From an optimization exercise on the open Yosys and OpenROAD flow, aimed at small area; shortcuts taken in it are not production practice. Only simulation tests tie the RTL to the original design; equivalence was not proved. Power is estimated from default activity; no workload was simulated.

## pcs_rx_top
module pcs_rx_top (
	input wire logic                    clk,
	input wire logic                    rst_i,
	input wire logic                    blk_v_i,
	input wire logic [2-1:0]  head_i,
	input wire logic [64-1:0]  data_i,
	input wire logic                    hold_i,  
	output logic                        ovf_o,   
	output logic                        blk_v_o,
	output logic                        ctrl_v_o,
	output logic                        idle_v_o,
	output logic [((0) ? 1 : 2)-1:0] start_v_o,
	output logic                        term_v_o,
	output logic                        err_v_o,
	output logic                        ord_v_o,
	output logic [64-1:0]      data_o,
	output logic [(64 / 8)-1:0]      keep_o
);
localparam int DW    = 64;
localparam int HW    = 2;
localparam int BW    = HW + DW;
localparam int DEPTH = 8;
localparam int HIST_W = 58;
localparam int TAP_N  = 39;
logic [HIST_W-1:0]    hist_q;
logic [HIST_W+DW-1:0] stream;
logic [DW-1:0]        descr;
assign stream = {data_i, hist_q};
always_comb begin
	for (int i = 0; i < DW; i++) begin
  ...
Size in the first run: roughly 730 flip-flops, roughly 150 I/O pins, about 25000 um^2 of cells after synthesis.
==> flow/config.mk <==
export PLATFORM = sky130hd
export DESIGN_NAME = pcs_rx_top
export DESIGN_NICKNAME = pcs_rx_top
export VERILOG_FILES = /design/flow/design.v
export SDC_FILE = /design/flow/constraint.sdc
export NUM_CORES = 4
export LEC_CHECK = 0
export CAP_MARGIN = 20
export CORE_MARGIN = 2
export CORE_UTILIZATION = 50
export SLEW_MARGIN = 20
export SYNTH_HIERARCHICAL = 1
export SYNTH_MINIMUM_KEEP_SIZE = 0
==> flow/constraint.sdc <==
create_clock -name core_clock -period 4.0 [get_ports {clk}]
set_input_delay 0.8000 -clock core_clock [delete_from_list [all_inputs] [get_ports {clk}]]
set_output_delay 0.8000 -clock core_clock [all_outputs]
set_load 0.01 [all_outputs]
standard.sh (not shown) runs the stock make flow with config.mk's settings and CLKGATE_MAP_FILE= SYNTH_SCRIPT=/design/flow/synth_recipe.tcl, a recipe that flattens the netlist after the stock synthesis.
==> flow/flow/run.sh <==
#!/bin/bash
# The standard layout, with two changes: ports are buffered with the
# smallest buffer, and the clock tree uses fewer, smaller buffers and no
# dummy loads. ORFS writes each step's log under orfs/logs; the make output
# goes to flow.log here.
set -euo pipefail
export BUFFER_PORTS_ARGS="-buffer_cell sky130_fd_sc_hd__buf_1"
export CTS_ARGS="-sink_clustering_enable -repair_clock_nets -dont_use_dummy_load -buf_list sky130_fd_sc_hd__clkbuf_4 -sink_clustering_size 10 -sink_clustering_max_diameter 40"
bash standard.sh > flow.log 2>&1
Change:
--- a/flow/flow/run.sh
+++ b/flow/flow/run.sh
@@ -7,2 +7,3 @@
 export BUFFER_PORTS_ARGS="-buffer_cell sky130_fd_sc_hd__buf_1"
+export RECOVER_POWER=100
 export CTS_ARGS="-sink_clustering_enable -repair_clock_nets -dont_use_dummy_load -buf_list sky130_fd_sc_hd__clkbuf_4 -sink_clustering_size 10 -sink_clustering_max_diameter 40"
=>
- Now the flow finished but fails on max-capacitance violations, max-slew violations
- synthesized area stays the same
- global-route usage is unchanged
- worst setup slack is worse by 130 ps
- wire length hardly moves
- count of clock-buffer cells in the layout stays the same
Change:
--- a/flow/flow/run.sh
+++ b/flow/flow/run.sh
@@ -7,3 +7,2 @@
 export BUFFER_PORTS_ARGS="-buffer_cell sky130_fd_sc_hd__buf_1"
-export RECOVER_POWER=100
 export CTS_ARGS="-sink_clustering_enable -repair_clock_nets -dont_use_dummy_load -buf_list sky130_fd_sc_hd__clkbuf_4 -sink_clustering_size 10 -sink_clustering_max_diameter 40"
--- a/flow/config.mk
+++ b/flow/config.mk
@@ -9,3 +9,3 @@
 export CORE_MARGIN = 2
-export CORE_UTILIZATION = 50
+export CORE_UTILIZATION = 70
 export SLEW_MARGIN = 20
With this change the flow ran to the end with no violations.
Via count grows slightly.
First-iteration DRC count shrinks by a few percent.
Global-route usage grows by 7.3 points.
Non-clock buffer count shrinks by 10.
Setup slack improves by 140 ps.
Change:
--- a/flow/flow/run.sh
+++ b/flow/flow/run.sh
@@ -7,3 +7,3 @@
 export BUFFER_PORTS_ARGS="-buffer_cell sky130_fd_sc_hd__buf_1"
-export CTS_ARGS="-sink_clustering_enable -repair_clock_nets -dont_use_dummy_load -buf_list sky130_fd_sc_hd__clkbuf_4 -sink_clustering_size 10 -sink_clustering_max_diameter 40"
+export CTS_ARGS="-sink_clustering_enable -repair_clock_nets -dont_use_dummy_load -buf_list sky130_fd_sc_hd__clkbuf_4 -sink_clustering_size 10 -sink_clustering_max_diameter 60"
 bash standard.sh > flow.log 2>&1
--- a/flow/config.mk
+++ b/flow/config.mk
@@ -9,3 +9,3 @@
 export CORE_MARGIN = 2
-export CORE_UTILIZATION = 70
+export CORE_UTILIZATION = 60
 export SLEW_MARGIN = 20
The changed run finished clean; clock skew barely changes; setup slack gets worse by 72 ps; via count came out lower by about 1%; clock power is about the same; critical path depth does not change; power is about the same; routed wire length climbs by about 2.7%.

---

The RTL this note starts from:
==> flow/design.v <==
`default_nettype none
`default_nettype wire
`default_nettype none
module pcs_rx_top (
	input wire logic                    clk,
	input wire logic                    rst_i,
	input wire logic                    blk_v_i,
	input wire logic [2-1:0]  head_i,
	input wire logic [64-1:0]  data_i,
	input wire logic                    hold_i,  
	output logic                        ovf_o,   
	output logic                        blk_v_o,
	output logic                        ctrl_v_o,
	output logic                        idle_v_o,
	output logic [((0) ? 1 : 2)-1:0] start_v_o,
	output logic                        term_v_o,
	output logic                        err_v_o,
	output logic                        ord_v_o,
	output logic [64-1:0]      data_o,
	output logic [(64 / 8)-1:0]      keep_o
);
localparam int DW    = 64;
localparam int HW    = 2;
localparam int BW    = HW + DW;
localparam int DEPTH = 8;
localparam int HIST_W = 58;
localparam int TAP_N  = 39;
logic [HIST_W-1:0]    hist_q;
logic                 clr_q;
logic [HIST_W-1:0]    hist;
logic [HIST_W+DW-1:0] stream;
logic [DW-1:0]        descr;
assign hist   = hist_q & {HIST_W{~clr_q}};
assign stream = {data_i, hist};
always_comb begin
	for (int i = 0; i < DW; i++) begin
		descr[i] = stream[HIST_W + i] ^ stream[HIST_W - TAP_N + i] ^ stream[i];
	end
end
always_ff @(posedge clk) begin
	if (blk_v_i) hist_q <= data_i[DW-1:DW-HIST_W];
end
always_ff @(posedge clk) begin
	clr_q <= rst_i | (clr_q & ~blk_v_i);
end
logic [BW-1:0]    mem [DEPTH];  
logic [DEPTH-1:0] occ_q;        
logic             pend_q;       
logic             drop_q;       
logic             rd_v_q;
logic [BW-1:0]    rd_blk_q;
logic             rd_en;
logic             full_nx;      
logic             shift;
logic             wr;
logic [DEPTH-1:0] sel;          
logic [BW-1:0]    rd_mux;
assign rd_en   = (occ_q[1] | (occ_q[0] & ~pend_q)) & ~hold_i;
assign full_nx = occ_q[DEPTH-1] & ~rd_en;
assign shift   = blk_v_i & ~full_nx;
assign wr      = shift & ~rst_i;
always_ff @(posedge clk) begin
	if (shift) begin
		mem[0] <= {head_i, descr};
		for (int j = 1; j < DEPTH; j++) mem[j] <= mem[j-1];
	end
end
always_ff @(posedge clk) begin
	if (rst_i) begin
		occ_q  <= '0;
		pend_q <= 1'b0;
		drop_q <= 1'b0;
		ovf_o  <= 1'b0;
		rd_v_q <= 1'b0;
	end else begin
		case ({wr, rd_en})
			2'b10:   occ_q <= {occ_q[DEPTH-2:0], 1'b1};
			2'b01:   occ_q <= {1'b0, occ_q[DEPTH-1:1]};
			default: occ_q <= occ_q;
		endcase
		pend_q <= wr;
		drop_q <= blk_v_i & full_nx;
		ovf_o  <= drop_q;
		rd_v_q <= rd_en;
	end
end
always_comb begin
	for (int j = 0; j < DEPTH; j++) begin
		sel[j] = occ_q[j] & ~((j < DEPTH-1) ? occ_q[(j+1) % DEPTH] : 1'b0);
	end
	rd_mux = '0;
	for (int j = 0; j < DEPTH; j++) begin
		rd_mux = rd_mux | (mem[j] & {BW{sel[j]}});
	end
end
always_ff @(posedge clk) begin
	rd_blk_q <= rd_mux;
end
logic          blk_v_q;
logic [HW-1:0] head_q;
logic [DW-1:0] data_q;
logic [7:0]    bt;
logic          hd, hc;
logic          idle_t, ord_t, st0_t, st4_t, term_t, known;
always_ff @(posedge clk) begin
	if (rst_i) blk_v_q <= 1'b0;
	else       blk_v_q <= rd_v_q;
end
always_ff @(posedge clk) begin
	head_q <= rd_blk_q[BW-1 -: HW];
	data_q <= rd_blk_q[DW-1:0];
end
assign bt     = data_q[7:0];
assign hd     = head_q == 2'b01;
assign hc     = head_q == 2'b10;
assign idle_t = bt == 8'h1e;
assign ord_t  = bt == 8'h4b;
assign st0_t  = bt == 8'h78;
assign st4_t  = bt == 8'h33;
assign term_t = bt == 8'h87 | bt == 8'h99 | bt == 8'haa | bt == 8'hb4 |
                bt == 8'hcc | bt == 8'hd2 | bt == 8'he1 | bt == 8'hff;
assign known  = idle_t | ord_t | st0_t | st4_t | term_t;
assign ctrl_v_o     = blk_v_q & ~hd;
assign idle_v_o     = blk_v_q & hc & idle_t;
assign ord_v_o      = blk_v_q & hc & ord_t;
assign start_v_o[0] = blk_v_q & hc & st0_t;
assign start_v_o[1] = blk_v_q & hc & st4_t;
assign term_v_o     = blk_v_q & hc & term_t;
assign err_v_o      = blk_v_q & ~hd & ~(hc & known);
assign blk_v_o      = blk_v_q;
assign data_o       = data_q;
assign keep_o[0] = bt[6] | bt[5] | bt[4];
assign keep_o[1] = bt[6] | bt[5];
assign keep_o[2] = bt[6] | (bt[5] & bt[4]);
assign keep_o[3] = bt[6];
assign keep_o[4] = bt[6] & (bt[5] | bt[4]);
assign keep_o[5] = bt[6] & bt[5];
assign keep_o[6] = bt[6] & bt[5] & bt[4];
assign keep_o[7] = 1'b0;
endmodule
`default_nettype wire
clock: 4.0 ns
lec_check: 0
abc_area: 1
cap_margin: 20
core_margin: 2
core_utilization: 40
slew_margin: 20
run.sh (not shown) runs the stock make flow with config.mk's settings and CLKGATE_MAP_FILE= SYNTH_SCRIPT=/design/flow/synth_recipe.tcl, a recipe that flattens the netlist after the stock synthesis.
Stock flow here: none of the scripts above is used.
Then changed:
==> flow/flow/run.sh (new file) <==
#!/bin/bash
# The standard layout, with two changes: ports are buffered with the
# smallest buffer, and the clock tree uses fewer, smaller buffers and no
# dummy loads. ORFS writes each step's log under orfs/logs; the make output
# goes to flow.log here.
set -euo pipefail
export BUFFER_PORTS_ARGS="-buffer_cell sky130_fd_sc_hd__buf_1"
export CTS_ARGS="-sink_clustering_enable -repair_clock_nets -dont_use_dummy_load -buf_list sky130_fd_sc_hd__clkbuf_8 -sink_clustering_size 16 -sink_clustering_max_diameter 50"
bash standard.sh > flow.log 2>&1
==> flow/standard.sh (new file) <==
#!/bin/bash
# synth_recipe.tcl (not shown) runs the flow's synth.tcl, then flattens the netlist and writes it again
# the make line also repeats each setting of config.mk as NAME=value (left out here)
make -C /OpenROAD-flow-scripts/flow DESIGN_CONFIG=/design/flow/config.mk WORK_HOME=/design/flow/orfs CLKGATE_MAP_FILE= SYNTH_SCRIPT=/design/flow/synth_recipe.tcl "${@:-finish}"
- ABC_AREA: 1 -> not set
removed: flow/run.sh
Outcome:
- The new run finished clean
- wire length falls slightly
- total power falls by well over a third
- register-to-register slack improved by 140 ps
- global-route usage falls by 0.14 points
- first-iteration DRC count rises by roughly a tenth
- cell count falls by about a fifth
- clock power falls by well over a third
- die area falls by a few percent
- via count falls by a little under a tenth
- setup slack improved by 5.1 ps
Then changed:
--- a/flow/flow/run.sh
+++ b/flow/flow/run.sh
@@ -6,4 +6,4 @@
 set -euo pipefail
 export BUFFER_PORTS_ARGS="-buffer_cell sky130_fd_sc_hd__buf_1"
-export CTS_ARGS="-sink_clustering_enable -repair_clock_nets -dont_use_dummy_load -buf_list sky130_fd_sc_hd__clkbuf_8 -sink_clustering_size 16 -sink_clustering_max_diameter 50"
+export CTS_ARGS="-sink_clustering_enable -repair_clock_nets -dont_use_dummy_load -buf_list sky130_fd_sc_hd__clkbuf_4 -sink_clustering_size 10 -sink_clustering_max_diameter 40"
 bash standard.sh > flow.log 2>&1
Result:
- area after synthesis does not change
- power is lower by 2.5%
- count of clock-buffer cells in the layout went up by 33
- clock power fell by 9.2%
- setup slack got worse by 270 ps
- via count increases by 1.4%
- global-route usage goes up by 0.15 points

## re-timing with driven ports
How much do the figures lean on ideal ports? The routed layouts below were timed once more, with nothing changed but the port constraints. Step 1 assumes that a clkbuf_16 drives the clock port and a buf_2 every other input. Step 2 also shifts input and output timing later by t, the mid clock arrival at the registers, as if the neighbouring blocks saw the same clock. a / b / c = ideal / step 1 / step 2; a / b = the first two.
| run | shift t [ns] | setup WS [ns] | latest minus earliest clock arrival (ns) | slew at the worst register clock pin (ns) | worst slew at a driven data input, ns |
|---|---|---|---|---|---|
| the first run of note 1 | 0.875 | 0.661 / 0.604 / 1.255 | 0.115 / 0.115 | 0.11 / 0.11 | 0.10 |
| the second run of note 1 | 0.879 | 0.531 / 0.512 / 0.014 | 0.117 / 0.117 | 0.11 / 0.11 | 0.10 |
| the third run of note 1 | 0.827 | 0.669 / 0.617 / 1.190 | 0.062 / 0.062 | 0.11 / 0.11 | 0.09 |
| the fourth run of note 1 | 0.843 | 0.597 / 0.543 / 1.310 | 0.058 / 0.058 | 0.11 / 0.11 | 0.11 |
| the first run of note 2 | 0.665 | 0.814 / 0.758 / 0.969 | 0.027 / 0.027 | 0.07 / 0.07 | 0.06 |
| the second run of note 2 | 0.680 | 0.819 / 0.759 / 1.319 | 0.105 / 0.105 | 0.10 / 0.10 | 0.08 |
| the third run of note 2 | 0.888 | 0.547 / 0.482 / 1.314 | 0.127 / 0.126 | 0.11 / 0.11 | 0.09 |
For the second run of note 1, which loses most, drivers alone change the setup slack by -0.019 ns; drivers and shift together by -0.517 ns.
